Source: an optimization exercise on an open RTL-to-GDS flow (aim: small area). Production flows keep margins and buffers that such runs may drop.
The RTL was checked by simulation tests, not by an equivalence proof against the original design.
No activity file was given, so power comes from the tool's default toggle rates.

==> v20 <==
==> flow/design.v <==
package c4_pkg;
	typedef logic [1:0]  piece_t;      
	typedef logic [2:0]  col_t;
	typedef logic [2:0]  row_t;        
	typedef logic [5:0]  cell_idx_t;   
	typedef logic [2:0]  height_t;     
	typedef logic [97:0] board_t;      
	typedef logic [7:0]  pix_x_t;
	typedef logic [6:0]  pix_y_t;
	typedef logic [2:0]  color_t;      
	typedef logic [9:0]  apb_addr_t;
	typedef logic [31:0] apb_data_t;
	typedef enum logic [0:0] {
		IDLE,
		DRAW
	} plot_state_t;
	localparam int NUM_COLS  = 7;
	localparam int NUM_ROWS  = 7;
	localparam int NUM_CELLS = NUM_COLS * NUM_ROWS;
	localparam int WIN_LEN   = 4;
	localparam int CELL_PIX = 6;
	localparam int ORIGIN_X = 8;
	localparam int PITCH_X  = 22;
	localparam int ORIGIN_Y = 5;
	localparam int PITCH_Y  = 16;
	localparam color_t COLOR_P1 = 3'b100;   
	localparam color_t COLOR_P2 = 3'b001;   
	localparam piece_t PIECE_EMPTY = 2'd0;
	localparam piece_t PIECE_P1    = 2'd1;
	localparam piece_t PIECE_P2    = 2'd2;
	localparam apb_addr_t REG_MOVE      = 10'h000;
	localparam apb_addr_t REG_STATUS    = 10'h004;
	localparam apb_addr_t REG_CELL_BASE = 10'h080;
endpackage
`timescale 1ns/1ps
module connect4_top (
	input  logic        clk,
	input  logic        reset_n,
	input  logic        psel,
	input  logic        penable,
	input  logic        pwrite,
	input  logic [9:0]  paddr,
	input  logic [31:0] pwdata,
	output logic [31:0] prdata,
	output logic        pready,
	output logic        pslverr,
	output logic        plot_valid,
	output logic [7:0]  plot_x,
	output logic [6:0]  plot_y,
	output logic [2:0]  plot_color
);
	logic [2:0]  h [7];    
	logic [48:0] s;        
	logic        t;        
	logic        go;       
	logic [2:0]  px, py;   
	logic [2:0]  pc, pr;   
	logic [48:0] occ, m;
	logic [2:0]  col, hsel;
	logic        busy, idle, full, move_ok, wr_move, accept, win;
	always_comb begin
		for (int r = 0; r < 7; r++)
			for (int c = 0; c < 7; c++)
				occ[r*7+c] = (h[c] > 3'(6 - r));
	end
	logic [2:0] rcol, msel;
	assign col     = pwdata[2:0];
	assign msel    = pwrite ? col : rcol;
	assign hsel    = h[msel];
	assign full    = (hsel == 3'd7);
	assign busy    = !(py == 3'd3 || py == 3'd4);
	assign idle    = (py == 3'd3);
	assign move_ok = (col != 3'd7) && !full && idle && !go;
	assign wr_move = pwrite && (paddr == 10'h000);
	assign accept  = psel && penable && wr_move && move_ok;
	assign pready  = 1'b1;
	assign pslverr = wr_move && !move_ok;
	always_ff @(posedge clk) begin
		if (accept) s <= ~m;
		if (!reset_n) begin
			for (int c = 0; c < 7; c++) h[c] <= '0;
			t <= 1'b0;
		end else if (accept) begin
			for (int c = 0; c < 7; c++)
				if (col == 3'(c)) h[c] <= hsel + 3'd1;
			t <= !t;
		end
	end
	function automatic logic line7(input logic [6:0] v);
		line7 = v[3] & ((v[2] & v[1] & (v[0] | v[4])) | (v[4] & v[5] & (v[2] | v[6])));
	endfunction
	function automatic logic line6(input logic [5:0] v);
		line6 = v[2] & v[3] & ((v[0] & v[1]) | (v[1] & v[4]) | (v[4] & v[5]));
	endfunction
	function automatic logic line5(input logic [4:0] v);
		line5 = v[1] & v[2] & v[3] & (v[0] | v[4]);
	endfunction
	always_comb begin
		for (int n = 0; n < 49; n++) m[n] = occ[n] && s[n];
		win = 1'b0;
		for (int i = 0; i < 7; i++) begin
			win |= line7({m[i*7+6], m[i*7+5], m[i*7+4], m[i*7+3], m[i*7+2], m[i*7+1], m[i*7]});
			win |= line7({m[42+i], m[35+i], m[28+i], m[21+i], m[14+i], m[7+i], m[i]});
		end
		win |= line7({m[48], m[40], m[32], m[24], m[16], m[8], m[0]});
		win |= line6({m[47], m[39], m[31], m[23], m[15], m[7]});
		win |= line6({m[41], m[33], m[25], m[17], m[9], m[1]});
		win |= line5({m[46], m[38], m[30], m[22], m[14]});
		win |= line5({m[34], m[26], m[18], m[10], m[2]});
		win |= &{m[45], m[37], m[29], m[21]};
		win |= &{m[27], m[19], m[11], m[3]};
		win |= line7({m[42], m[36], m[30], m[24], m[18], m[12], m[6]});
		win |= line6({m[43], m[37], m[31], m[25], m[19], m[13]});
		win |= line6({m[35], m[29], m[23], m[17], m[11], m[5]});
		win |= line5({m[44], m[38], m[32], m[26], m[20]});
		win |= line5({m[28], m[22], m[16], m[10], m[4]});
		win |= &{m[45], m[39], m[33], m[27]};
		win |= &{m[21], m[15], m[9], m[3]};
	end
	always_ff @(posedge clk) begin
		if (!reset_n) go <= 1'b0;
		else if (win) go <= 1'b1;
	end
	always_ff @(posedge clk) begin
		if (accept) begin
			pc <= col;
			pr <= 3'd6 - hsel;
		end
		if (!reset_n) begin
			py <= 3'd3;
			px <= 3'd0;
		end else begin
			if (busy) px <= (px == 3'd5) ? 3'd0 : px + 3'd1;
			if ((busy && px == 3'd5) || py == 3'd4 || accept) py <= py + 3'd1;
		end
	end
	assign plot_valid = busy;
	assign plot_x     = 8'd8 + 8'(pc) * 8'd22 + 8'(px);
	assign plot_y     = {pr, !py[2], py};   
	assign plot_color = {t, 1'b0, !t};
	logic [6:0] wa;
	logic [5:0] n;
	logic [2:0] rk;        
	logic       cell_hit;
	logic [1:0] cell_val;
	assign wa       = paddr[8:2];
	assign n        = {wa[6], wa[4:0]};
	assign cell_hit = !paddr[9] && (paddr[1:0] == 2'b00) && (wa[6] != wa[5]) &&
	                  !(wa[6] && wa[4] && (wa[3:0] != 4'd0));
	always_comb begin
		case (n)
			6'd0: {rk, rcol} = {3'd6, 3'd0};
			6'd1: {rk, rcol} = {3'd6, 3'd1};
			6'd2: {rk, rcol} = {3'd6, 3'd2};
			6'd3: {rk, rcol} = {3'd6, 3'd3};
			6'd4: {rk, rcol} = {3'd6, 3'd4};
			6'd5: {rk, rcol} = {3'd6, 3'd5};
			6'd6: {rk, rcol} = {3'd6, 3'd6};
			6'd7: {rk, rcol} = {3'd5, 3'd0};
			6'd8: {rk, rcol} = {3'd5, 3'd1};
			6'd9: {rk, rcol} = {3'd5, 3'd2};
			6'd10: {rk, rcol} = {3'd5, 3'd3};
			6'd11: {rk, rcol} = {3'd5, 3'd4};
			6'd12: {rk, rcol} = {3'd5, 3'd5};
			6'd13: {rk, rcol} = {3'd5, 3'd6};
			6'd14: {rk, rcol} = {3'd4, 3'd0};
			6'd15: {rk, rcol} = {3'd4, 3'd1};
			6'd16: {rk, rcol} = {3'd4, 3'd2};
			6'd17: {rk, rcol} = {3'd4, 3'd3};
			6'd18: {rk, rcol} = {3'd4, 3'd4};
			6'd19: {rk, rcol} = {3'd4, 3'd5};
			6'd20: {rk, rcol} = {3'd4, 3'd6};
			6'd21: {rk, rcol} = {3'd3, 3'd0};
			6'd22: {rk, rcol} = {3'd3, 3'd1};
			6'd23: {rk, rcol} = {3'd3, 3'd2};
			6'd24: {rk, rcol} = {3'd3, 3'd3};
			6'd25: {rk, rcol} = {3'd3, 3'd4};
			6'd26: {rk, rcol} = {3'd3, 3'd5};
			6'd27: {rk, rcol} = {3'd3, 3'd6};
			6'd28: {rk, rcol} = {3'd2, 3'd0};
			6'd29: {rk, rcol} = {3'd2, 3'd1};
			6'd30: {rk, rcol} = {3'd2, 3'd2};
			6'd31: {rk, rcol} = {3'd2, 3'd3};
			6'd32: {rk, rcol} = {3'd2, 3'd4};
			6'd33: {rk, rcol} = {3'd2, 3'd5};
			6'd34: {rk, rcol} = {3'd2, 3'd6};
			6'd35: {rk, rcol} = {3'd1, 3'd0};
			6'd36: {rk, rcol} = {3'd1, 3'd1};
			6'd37: {rk, rcol} = {3'd1, 3'd2};
			6'd38: {rk, rcol} = {3'd1, 3'd3};
			6'd39: {rk, rcol} = {3'd1, 3'd4};
			6'd40: {rk, rcol} = {3'd1, 3'd5};
			6'd41: {rk, rcol} = {3'd1, 3'd6};
			6'd42: {rk, rcol} = {3'd0, 3'd0};
			6'd43: {rk, rcol} = {3'd0, 3'd1};
			6'd44: {rk, rcol} = {3'd0, 3'd2};
			6'd45: {rk, rcol} = {3'd0, 3'd3};
			6'd46: {rk, rcol} = {3'd0, 3'd4};
			6'd47: {rk, rcol} = {3'd0, 3'd5};
			6'd48: {rk, rcol} = {3'd0, 3'd6};
			default: {rk, rcol} = 6'd0;
		endcase
	end
	assign cell_val = (hsel > rk) ? ((s[n] ^ t) ? 2'd2 : 2'd1) : 2'd0;
	always_comb begin
		prdata = '0;
		if (paddr == 10'h004) prdata[4:0] = {go & !t, go & t, t, !t, busy};
		else if (cell_hit) prdata[1:0] = cell_val;
	end
endmodule
==> flow/run.sh <==
#!/bin/bash
# synth_recipe.tcl (not shown) runs the flow's synth.tcl, then flattens the netlist and writes it again
# the make line also repeats each setting of config.mk as NAME=value (left out here)
make -C /OpenROAD-flow-scripts/flow DESIGN_CONFIG=/design/flow/config.mk WORK_HOME=/design/flow/orfs CLKGATE_MAP_FILE= SYNTH_SCRIPT=/design/flow/synth_recipe.tcl finish
==> flow/config.mk <==
export PLATFORM = sky130hd
export DESIGN_NAME = connect4_top
export DESIGN_NICKNAME = connect4_top
export VERILOG_FILES = /design/flow/design.v
export SDC_FILE = /design/flow/constraint.sdc
export NUM_CORES = 4
export LEC_CHECK = 0
export CAP_MARGIN = 20
export CORE_MARGIN = 2
export CORE_UTILIZATION = 40
export CTS_BUF_LIST = sky130_fd_sc_hd__clkbuf_4 sky130_fd_sc_hd__clkbuf_8
export CTS_CLUSTER_DIAMETER = 100
export CTS_CLUSTER_SIZE = 60
export SLEW_MARGIN = 20
==> flow/constraint.sdc <==
create_clock -name core_clock -period 10.0 [get_ports {clk}]
set_input_delay 2.0000 -clock core_clock [delete_from_list [all_inputs] [get_ports {clk}]]
set_output_delay 2.0000 -clock core_clock [all_outputs]
set_load 0.01 [all_outputs]
==> v31: changes against v20 <==
==> flow/design.v, changed modules only <==
module connect4_top (
	input  logic        clk,
	input  logic        reset_n,
	input  logic        psel,
	input  logic        penable,
	input  logic        pwrite,
	input  logic [9:0]  paddr,
	input  logic [31:0] pwdata,
	output logic [31:0] prdata,
	output logic        pready,
	output logic        pslverr,
	output logic        plot_valid,
	output logic [7:0]  plot_x,
	output logic [6:0]  plot_y,
	output logic [2:0]  plot_color
);
	logic [2:0]  h [7];    
	logic [48:0] s;        
	logic        t;        
	logic        go;       
	logic [2:0]  px, py;   
	logic [2:0]  pc, pr;   
	logic [48:0] occ, m;
	logic [2:0]  col, hsel;
	logic        busy, idle, full, move_ok, wr_move, accept, win;
	always_comb begin
		for (int r = 0; r < 7; r++)
			for (int c = 0; c < 7; c++)
				occ[r*7+c] = (h[c] > 3'(6 - r));
	end
	logic [2:0] rrow, rcol, msel;
	assign col     = pwdata[2:0];
	assign msel    = pwrite ? col : rcol;
	assign hsel    = h[msel];
	assign full    = (hsel == 3'd7);
	assign busy    = (py < 3'd6);
	assign idle    = (py == 3'd6);
	assign move_ok = (col != 3'd7) && !full && idle && !go;
	assign wr_move = pwrite && (paddr == 10'h000);
	assign accept  = psel && penable && wr_move && move_ok;
	assign pready  = 1'b1;
	assign pslverr = wr_move && !move_ok;
	always_ff @(posedge clk) begin
		if (accept) s <= ~m;
		if (!reset_n) begin
			for (int c = 0; c < 7; c++) h[c] <= '0;
			t <= 1'b0;
		end else if (accept) begin
			h[col] <= hsel + 3'd1;
			t <= !t;
		end
	end
	function automatic logic line7(input logic [6:0] v);
		line7 = v[3] & ((v[2] & v[1] & (v[0] | v[4])) | (v[4] & v[5] & (v[2] | v[6])));
	endfunction
	function automatic logic line6(input logic [5:0] v);
		line6 = v[2] & v[3] & ((v[0] & v[1]) | (v[1] & v[4]) | (v[4] & v[5]));
	endfunction
	function automatic logic line5(input logic [4:0] v);
		line5 = v[1] & v[2] & v[3] & (v[0] | v[4]);
	endfunction
	always_comb begin
		for (int n = 0; n < 49; n++) m[n] = occ[n] && s[n];
		win = 1'b0;
		for (int i = 0; i < 7; i++) begin
			win |= line7({m[i*7+6], m[i*7+5], m[i*7+4], m[i*7+3], m[i*7+2], m[i*7+1], m[i*7]});
			win |= line7({m[42+i], m[35+i], m[28+i], m[21+i], m[14+i], m[7+i], m[i]});
		end
		win |= line7({m[48], m[40], m[32], m[24], m[16], m[8], m[0]});
		win |= line6({m[47], m[39], m[31], m[23], m[15], m[7]});
		win |= line6({m[41], m[33], m[25], m[17], m[9], m[1]});
		win |= line5({m[46], m[38], m[30], m[22], m[14]});
		win |= line5({m[34], m[26], m[18], m[10], m[2]});
		win |= &{m[45], m[37], m[29], m[21]};
		win |= &{m[27], m[19], m[11], m[3]};
		win |= line7({m[42], m[36], m[30], m[24], m[18], m[12], m[6]});
		win |= line6({m[43], m[37], m[31], m[25], m[19], m[13]});
		win |= line6({m[35], m[29], m[23], m[17], m[11], m[5]});
		win |= line5({m[44], m[38], m[32], m[26], m[20]});
		win |= line5({m[28], m[22], m[16], m[10], m[4]});
		win |= &{m[45], m[39], m[33], m[27]};
		win |= &{m[21], m[15], m[9], m[3]};
	end
	always_ff @(posedge clk) begin
		if (!reset_n) go <= 1'b0;
		else if (win) go <= 1'b1;
	end
	always_ff @(posedge clk) begin
		if (accept) begin
			pc <= col;
			pr <= 3'd6 - hsel;
		end
		if (!reset_n) begin
			py <= 3'd6;
			px <= 3'd0;
		end else begin
			if (busy) px <= (px == 3'd5) ? 3'd0 : px + 3'd1;
			if ((busy && px == 3'd5) || py == 3'd7 || accept) py <= py + 3'd1;
		end
	end
	assign plot_valid = busy;
	assign plot_x     = 8'd8 + 8'(pc) * 8'd22 + 8'(px);
	assign plot_y     = {pr, 4'(4'd5 + 4'(py))};
	assign plot_color = {t, 1'b0, !t};
	logic [6:0] widx;
	logic [5:0] n;
	logic       cell_hit;
	logic [1:0] cell_val;
	assign widx     = paddr[8:2] - 7'd32;
	assign n        = widx[5:0];
	assign cell_hit = !paddr[9] && (paddr[1:0] == 2'b00) && (paddr[8:2] >= 7'd32) && (paddr[8:2] < 7'd81);
	always_comb begin
		case (n)
			6'd0: {rrow, rcol} = {3'd0, 3'd0};
			6'd1: {rrow, rcol} = {3'd0, 3'd1};
			6'd2: {rrow, rcol} = {3'd0, 3'd2};
			6'd3: {rrow, rcol} = {3'd0, 3'd3};
			6'd4: {rrow, rcol} = {3'd0, 3'd4};
			6'd5: {rrow, rcol} = {3'd0, 3'd5};
			6'd6: {rrow, rcol} = {3'd0, 3'd6};
			6'd7: {rrow, rcol} = {3'd1, 3'd0};
			6'd8: {rrow, rcol} = {3'd1, 3'd1};
			6'd9: {rrow, rcol} = {3'd1, 3'd2};
			6'd10: {rrow, rcol} = {3'd1, 3'd3};
			6'd11: {rrow, rcol} = {3'd1, 3'd4};
			6'd12: {rrow, rcol} = {3'd1, 3'd5};
			6'd13: {rrow, rcol} = {3'd1, 3'd6};
			6'd14: {rrow, rcol} = {3'd2, 3'd0};
			6'd15: {rrow, rcol} = {3'd2, 3'd1};
			6'd16: {rrow, rcol} = {3'd2, 3'd2};
			6'd17: {rrow, rcol} = {3'd2, 3'd3};
			6'd18: {rrow, rcol} = {3'd2, 3'd4};
			6'd19: {rrow, rcol} = {3'd2, 3'd5};
			6'd20: {rrow, rcol} = {3'd2, 3'd6};
			6'd21: {rrow, rcol} = {3'd3, 3'd0};
			6'd22: {rrow, rcol} = {3'd3, 3'd1};
			6'd23: {rrow, rcol} = {3'd3, 3'd2};
			6'd24: {rrow, rcol} = {3'd3, 3'd3};
			6'd25: {rrow, rcol} = {3'd3, 3'd4};
			6'd26: {rrow, rcol} = {3'd3, 3'd5};
			6'd27: {rrow, rcol} = {3'd3, 3'd6};
			6'd28: {rrow, rcol} = {3'd4, 3'd0};
			6'd29: {rrow, rcol} = {3'd4, 3'd1};
			6'd30: {rrow, rcol} = {3'd4, 3'd2};
			6'd31: {rrow, rcol} = {3'd4, 3'd3};
			6'd32: {rrow, rcol} = {3'd4, 3'd4};
			6'd33: {rrow, rcol} = {3'd4, 3'd5};
			6'd34: {rrow, rcol} = {3'd4, 3'd6};
			6'd35: {rrow, rcol} = {3'd5, 3'd0};
			6'd36: {rrow, rcol} = {3'd5, 3'd1};
			6'd37: {rrow, rcol} = {3'd5, 3'd2};
			6'd38: {rrow, rcol} = {3'd5, 3'd3};
			6'd39: {rrow, rcol} = {3'd5, 3'd4};
			6'd40: {rrow, rcol} = {3'd5, 3'd5};
			6'd41: {rrow, rcol} = {3'd5, 3'd6};
			6'd42: {rrow, rcol} = {3'd6, 3'd0};
			6'd43: {rrow, rcol} = {3'd6, 3'd1};
			6'd44: {rrow, rcol} = {3'd6, 3'd2};
			6'd45: {rrow, rcol} = {3'd6, 3'd3};
			6'd46: {rrow, rcol} = {3'd6, 3'd4};
			6'd47: {rrow, rcol} = {3'd6, 3'd5};
			6'd48: {rrow, rcol} = {3'd6, 3'd6};
			default: {rrow, rcol} = 6'bx;
		endcase
	end
	assign cell_val = ({1'b0, hsel} + {1'b0, rrow} >= 4'd7) ? ((s[n] ^ t) ? 2'd2 : 2'd1) : 2'd0;
	always_comb begin
		prdata = '0;
		if (paddr == 10'h004) prdata[4:0] = {go & !t, go & t, t, !t, busy};
		else if (cell_hit) prdata[1:0] = cell_val;
	end
endmodule
CTS_BUF_LIST = not set   (was sky130_fd_sc_hd__clkbuf_4 sky130_fd_sc_hd__clkbuf_8)
CTS_CLUSTER_DIAMETER = not set   (was 100)
CTS_CLUSTER_SIZE = not set   (was 60)
==> key figures <==
Run status
  • Status: finished clean

Floorplanning
  • Initial Utilization: 0.4062

Timing
  • Fin crit share: 0.8826
  • WHS: 0.5326 ns

Layout
  • FF+latch area: 2232 µm²

Yosys
  • #FFs+latches synth: 84

Route
  • DR WL met2: 7.779 mm

Min path
  • Hold_sp: px[1]

GRT
  • Largest net degree at the start of global routing: 36

Power and ir drop
  • Comb power frac: 0.125
  • Max VDD drop: 0.05425 mV

Worst setup path
  • Critical path arrival: 6.83 ns
The numbers above come from v20.

==> key figures <==
Run status
  • Status: finished clean

Timing
  • RSZ-0062 raised after global routing: no
  • WHS: 0.5227 ns
  • Fin crit share: 0.8975

Power and ir drop
  • P_comb: 0.126 mW
  • Max VDD drop: 0.07982 mV
  • Comb power frac: 0.142
  • Pint: 0.6476 mW

Layout
  • FF+latch area: 2502 µm²
  • ClkCell Share: 0.04620
  • Clock buffers: 9

GRT
  • Largest net degree at the start of global routing: 53

Route
  • DR WL met2: 7.853 mm

Min path
  • Hold_sp: px[0]

Yosys
  • #FFs+latches synth: 87
The numbers above come from v31.

port drivers added, routing unchanged:
How much do the figures lean on ideal ports? The routed layouts below were timed once more, with nothing changed but the port constraints. Step 1, drivers: a clkbuf_16 drives clk and a buf_2 each remaining input, both assumed. Step 2, shift: input delay + t, output delay - t, t = (earliest + latest rising clock arrival at the registers) / 2. This alone moves slack from input paths to output paths. Three values: ideal, step 1, step 2; two values: the first two.
run | shift t [ns] | slack for setup (ns) | hold slack, ns | worst register clock-pin slew, ns
v20 | 0.404 | 1.174 / 1.145 / 1.145 | 0.533 / 0.533 / 0.533 | 0.10 / 0.10
v31 | 0.385 | 1.025 / 0.999 / 0.999 | 0.523 / 0.523 / 0.523 | 0.07 / 0.07
After both steps setup and hold are still met in every run listed. The setup slack of v20, which loses most, moves by -0.029 ns with the drivers and by -0.029 ns with both steps.
